What follows belongs to an exercise in optimizing a design on an open flow for small area, a short achievable clock period and few clock cycles; a production flow would make more cautious choices.
Function was checked by simulation only, so behaviour that the tests miss may differ from the original.
Power figures rest on the tool's default switching activity, not on a simulated workload.

Setup of main:
==> flow/design.v <==
package lua_cpu_pkg;
	typedef logic [32-1:0] word_t;
	typedef logic [5-1:0] reg_idx_t;
	typedef logic [5-1:0] ttag_t;
	typedef logic [6-1:0] opcode_t;
	typedef enum logic [1:0] {
		instr_in_progress = 2'd0,
		instr_done = 2'd1,
		instr_not_impl = 2'd3
	} instr_status_e;
	typedef enum logic [1:0] {
		src_instr = 2'd0,
		src_dumper = 2'd1,
		src_external = 2'd3
	} write_src_e;
	typedef enum logic [1:0] {
		cmd_run = 2'd0,
		cmd_load_reg = 2'd1,
		cmd_load_type = 2'd2,
		cmd_load_base = 2'd3
	} cmd_e;
	typedef enum logic [3:0] {
		ex_idle = 4'd0,
		ex_fetch_pc = 4'd1,
		ex_fetch_instr = 4'd2,
		ex_exec_instr = 4'd3,
		ex_store_pc = 4'd4,
		ex_store_regs = 4'd5,
		ex_load_reg = 4'd6,
		ex_load_type = 4'd7,
		ex_load_base = 4'd8,
		ex_finish = 4'd15
	} ex_state_e;
	typedef enum logic [1:0] {
		dp_idle = 2'd0,
		dp_value = 2'd1,
		dp_type = 2'd2,
		dp_end = 2'd3
	} dump_phase_e;
endpackage
`timescale 1ns/1ps
module lua_cpu (
	input logic clk,
	input logic rst,
	input logic start,
	input lua_cpu_pkg::cmd_e n,
	input lua_cpu_pkg::word_t dataa,
	input lua_cpu_pkg::word_t datab,
	output logic done,
	output lua_cpu_pkg::word_t result,
	output lua_cpu_pkg::word_t mem_address,
	output lua_cpu_pkg::word_t mem_writedata,
	output logic mem_read,
	output logic mem_write,
	input lua_cpu_pkg::word_t mem_readdata,
	input logic mem_waitrequest
);
	localparam logic [2:0] S_IDLE = 3'd0;
	localparam logic [2:0] S_RPC = 3'd1;	 
	localparam logic [2:0] S_FETCH = 3'd2;	 
	localparam logic [2:0] S_DUMP = 3'd3;	 
	localparam logic [2:0] S_DUMPT = 3'd4;	 
	logic [2:0] st;
	logic rd, wr;	 
	logic req;	 
	logic [31:0] addr, wdata, ir;
	logic [4:0] tl;
	logic ex;	 
	logic [4:0] widx, ridx;
	logic wen_v, wen_t;
	logic [31:0] ldv_data;
	logic [4:0] ldt_data;
	logic [31:0] base;
	logic [31:0] V [32];
	logic [4:0] T [32];
	logic [31:0] val, dirty;
	logic any_dirty;
	assign mem_read = rd;
	assign mem_write = wr;
	assign mem_address = addr;
	assign mem_writedata = wdata;
	assign result = ir;
	logic acc;
	assign acc = req && !mem_waitrequest;
	logic in_move, move_acc;
	assign in_move = (mem_readdata[6-1:0] == 6'd0);
	assign move_acc = (st == S_FETCH) && acc && in_move;
	logic ld_val, ld_type;
	assign ld_val = start && (n == lua_cpu_pkg::cmd_load_reg);
	assign ld_type = start && (n == lua_cpu_pkg::cmd_load_type);
	logic [7:0] lo_ofs;
	logic lo_nb;	 
	logic slot_hit;
	always_comb begin
		logic [23:0] x, y;
		{lo_nb, lo_ofs} = {1'b0, dataa[7:0]} + {1'b0, ~base[7:0]} + 9'd1;
		x = dataa[31:8];
		y = ~base[31:8];
		slot_hit = ((x[0] ^ y[0]) == lo_nb);
		for (int i = 1; i < 24; i++)
			slot_hit = slot_hit & ((x[i] ^ y[i]) == (x[i-1] | y[i-1]));
	end
	logic [4:0] jnext;
	logic [31:0] jnext_oh;
	logic anynext;
	always_comb begin : ffs
		logic [31:0] d_eff;
		logic seen;
		for (int i = 0; i < 32; i++)
			d_eff[i] = dirty[i] | (ex && widx == 5'(i));
		seen = 1'b0;
		for (int i = 0; i < 32; i++) begin
			jnext_oh[i] = d_eff[i] && !seen;
			seen = seen | d_eff[i];
		end
		for (int k = 0; k < 5; k++) begin
			jnext[k] = 1'b0;
			for (int i = 0; i < 32; i++)
				if (i[k]) jnext[k] = jnext[k] | jnext_oh[i];
		end
		anynext = seen;
	end
	logic [31:0] rsel;
	logic [31:0] val_next;
	always_comb
		for (int i = 0; i < 32; i++)
			val_next[i] = val[i] | (widx == 5'(i) && (wen_v || wen_t));
	always_ff @(posedge clk) begin
		any_dirty <= anynext;
		ridx <= jnext;
		for (int i = 0; i < 32; i++)
			rsel[i] <= !(ld_val || ld_type) && val_next[i] &&
				(move_acc ? (mem_readdata[18:14] == 5'(i)) : jnext_oh[i]);
		widx <= move_acc ? mem_readdata[10:6] : lo_ofs[7:3];
		ldv_data <= ld_val ? datab : 32'd0;
		ldt_data <= ld_type ? datab[4:0] : 5'd0;
	end
	always_ff @(posedge clk or posedge rst) begin
		if (rst) begin
			ex <= 1'b0;
			wen_v <= 1'b0;
			wen_t <= 1'b0;
			base <= '0;
		end else begin
			ex <= move_acc;
			wen_v <= move_acc || (ld_val && slot_hit);
			wen_t <= move_acc || (ld_type && slot_hit);
			if (start && (n == lua_cpu_pkg::cmd_load_base))
				base <= dataa;
		end
	end
	logic [31:0] rdv;
	logic [4:0] rdt;
	always_comb begin
		rdv = '0;
		rdt = '0;
		for (int i = 0; i < 32; i++) begin
			rdv = rdv | (V[i] & {32{rsel[i]}});
			rdt = rdt | (T[i] & {5{rsel[i]}});
		end
	end
	logic [31:0] wdv;
	logic [4:0] wdt;
	assign wdv = rdv | ldv_data;
	assign wdt = rdt | ldt_data;
	always_ff @(posedge clk) begin
		for (int i = 0; i < 32; i++) begin
			if (widx == 5'(i) && (wen_v || (wen_t && !val[i]))) V[i] <= wdv;
			if (widx == 5'(i) && (wen_t || (wen_v && !val[i]))) T[i] <= wdt;
		end
	end
	always_ff @(posedge clk or posedge rst) begin
		if (rst)
			val <= '0;
		else
			val <= val_next;
	end
	always_ff @(posedge clk) begin
		for (int i = 0; i < 32; i++) begin
			if (start)
				dirty[i] <= 1'b0;
			else if (ex && widx == 5'(i))
				dirty[i] <= 1'b1;
			else if ((st == S_DUMP) && acc && ridx == 5'(i))
				dirty[i] <= 1'b0;
		end
	end
	always_ff @(posedge clk or posedge rst) begin
		if (rst) begin
			st <= S_IDLE;
			rd <= 1'b0;
			wr <= 1'b0;
			req <= 1'b0;
			done <= 1'b0;
		end else begin
			done <= 1'b0;
			case (st)
				S_IDLE: begin
					if (start) begin
						if (n == lua_cpu_pkg::cmd_run) begin
							rd <= 1'b1;
							req <= 1'b1;
							st <= S_RPC;
						end else
							done <= 1'b1;
					end
				end
				S_RPC: if (acc) st <= S_FETCH;
				S_FETCH: begin
					if (acc && !in_move) begin
						rd <= 1'b0;
						wr <= 1'b1;
						st <= S_DUMP;
					end
				end
				S_DUMP: begin
					if (acc) begin
						if (any_dirty)
							st <= S_DUMPT;
						else begin
							wr <= 1'b0;
							req <= 1'b0;
							done <= 1'b1;
							st <= S_IDLE;
						end
					end
				end
				S_DUMPT: if (acc) st <= S_DUMP;
				default: st <= S_IDLE;
			endcase
		end
	end
	logic [31:0] ci20;
	always_comb begin : savedpc_addr
		logic [5:0] lo;
		logic [26:0] hi, hi1;
		lo = {1'b0, dataa[4:0]} + 6'd20;
		hi = dataa[31:5];
		hi1 = dataa[31:5] + 27'd1;
		ci20 = {lo[5] ? hi1 : hi, lo[4:0]};
	end
	always_ff @(posedge clk) begin
		case (st)
			S_IDLE: begin
				addr <= ci20;
			end
			S_RPC: if (acc) addr <= mem_readdata;
			S_FETCH: begin
				if (acc) begin
					ir <= mem_readdata;
					wdata <= addr + 32'd4;
					if (in_move) begin
						addr <= addr + 32'd4;
					end else begin
						addr <= ci20;
					end
				end
			end
			S_DUMP: begin
				if (acc) begin
					addr <= base + {ridx, 3'b000};
					wdata <= rdv;
					tl <= rdt;
				end
			end
			S_DUMPT: begin
				if (acc) begin
					addr <= addr + 32'd4;
					wdata <= {27'd0, tl};
				end
			end
			default: ;
		endcase
	end
endmodule
clock: 13.0 ns
lec_check: 0
abc_clock_period_in_ps: 2000
cap_margin: 20
core_margin: 2
core_utilization: 55
cts_cluster_diameter: 100
cts_cluster_size: 28
place_density: 0.65
slew_margin: 20
standard.sh (not shown) runs the stock make flow with config.mk's settings and CLKGATE_MAP_FILE= SYNTH_SCRIPT=/design/flow/synth_recipe.tcl, a recipe that flattens the netlist after the stock synthesis.
==> flow/flow/run.sh <==
#!/bin/bash
# The standard layout (the standard.sh, unchanged synthesis) with these
# optimiser settings changed; constraints and clock period are the design's:
#  - timing repair aims for a large setup margin (a period well below 13 ns)
#  - sizing may pick cells of any footprint
#  - ports are buffered with buf_4 cells
bash standard.sh SETUP_SLACK_MARGIN=9 MATCH_CELL_FOOTPRINT=0 \
	"BUFFER_PORTS_ARGS=-buffer_cell sky130_fd_sc_hd__buf_4" finish > standard.log 2>&1
Testbench counts of main, summed over its fixed seeds: cycles 44,547.
Edits applied to the flow inputs when going from main to the feature branch:
--- a/flow/design.v
+++ b/flow/design.v
@@ -74,11 +74,12 @@
 	logic [31:0] V [32];
 	logic [4:0] T [32];
 	logic [31:0] val, dirty;
 	logic any_dirty;
+	logic [31:0] addr_o;
 	assign mem_read = rd;
 	assign mem_write = wr;
-	assign mem_address = addr;
+	assign mem_address = addr_o;
 	assign mem_writedata = wdata;
 	assign result = ir;
 	logic acc;
 	assign acc = req && !mem_waitrequest;
@@ -242,31 +243,42 @@
 	always_ff @(posedge clk) begin
 		case (st)
 			S_IDLE: begin
 				addr <= ci20;
-			end
-			S_RPC: if (acc) addr <= mem_readdata;
+				if (start)
+					addr_o <= ci20;
+			end
+			S_RPC: begin
+				if (acc) begin
+					addr <= mem_readdata;
+					addr_o <= mem_readdata;
+				end
+			end
 			S_FETCH: begin
 				if (acc) begin
 					ir <= mem_readdata;
 					wdata <= addr + 32'd4;
 					if (in_move) begin
 						addr <= addr + 32'd4;
+						addr_o <= addr + 32'd4;
 					end else begin
 						addr <= ci20;
+						addr_o <= ci20;
 					end
 				end
 			end
 			S_DUMP: begin
 				if (acc) begin
 					addr <= base + {ridx, 3'b000};
+					addr_o <= base + {ridx, 3'b000};
 					wdata <= rdv;
 					tl <= rdt;
 				end
 			end
 			S_DUMPT: begin
 				if (acc) begin
 					addr <= addr + 32'd4;
+					addr_o <= addr + 32'd4;
 					wdata <= {27'd0, tl};
 				end
 			end
 			default: ;
### Flow results
The die of the feature branch is larger than the one used in main.
Comparing main with the feature branch, the fraction of the mapped netlist area in adder cells came out essentially unchanged.
Relative area change from synthesis to final layout down 0.22 points in the feature branch wrt main
Run comparison: the feature branch startpoint of the worst setup timing path wdata[0]; main startpoint of the worst setup timing path addr[9]
Lower share of total power in the clock network goes to main over the feature branch.
According to the power report, total power for the feature branch is lower than for main.
Testbench counts of the feature branch, summed over its fixed seeds: cycles 44,547.

[separate check: timing with driven ports]
No port has a modelled driver above. Below, the same layouts with a new extraction and two added sets of constraints.
Step 1 assumes that a clkbuf_16 drives the clock port and a buf_2 every other input.
Step 2 moves the port delays by t, midway between the first and last clock arrival at a register: inputs arrive t later, outputs are due t later. That takes back most of the time a late clock gives input paths.
Three values: no drivers, after step 1, after step 2; two values: the first two.
| run | t (ns) | setup WS [ns] | worst hold slack (ns) |
|---|---|---|---|
| main | 0.794 | 9.018 / 8.942 / 8.266 | 0.497 / 0.497 / 0.497 |
| the feature branch | 0.815 | 9.027 / 8.950 / 8.324 | 0.490 / 0.490 / 0.490 |
After both steps setup and hold are still met in every run listed. For main, which loses most, drivers alone change the setup slack by -0.076 ns; drivers and shift together by -0.752 ns.
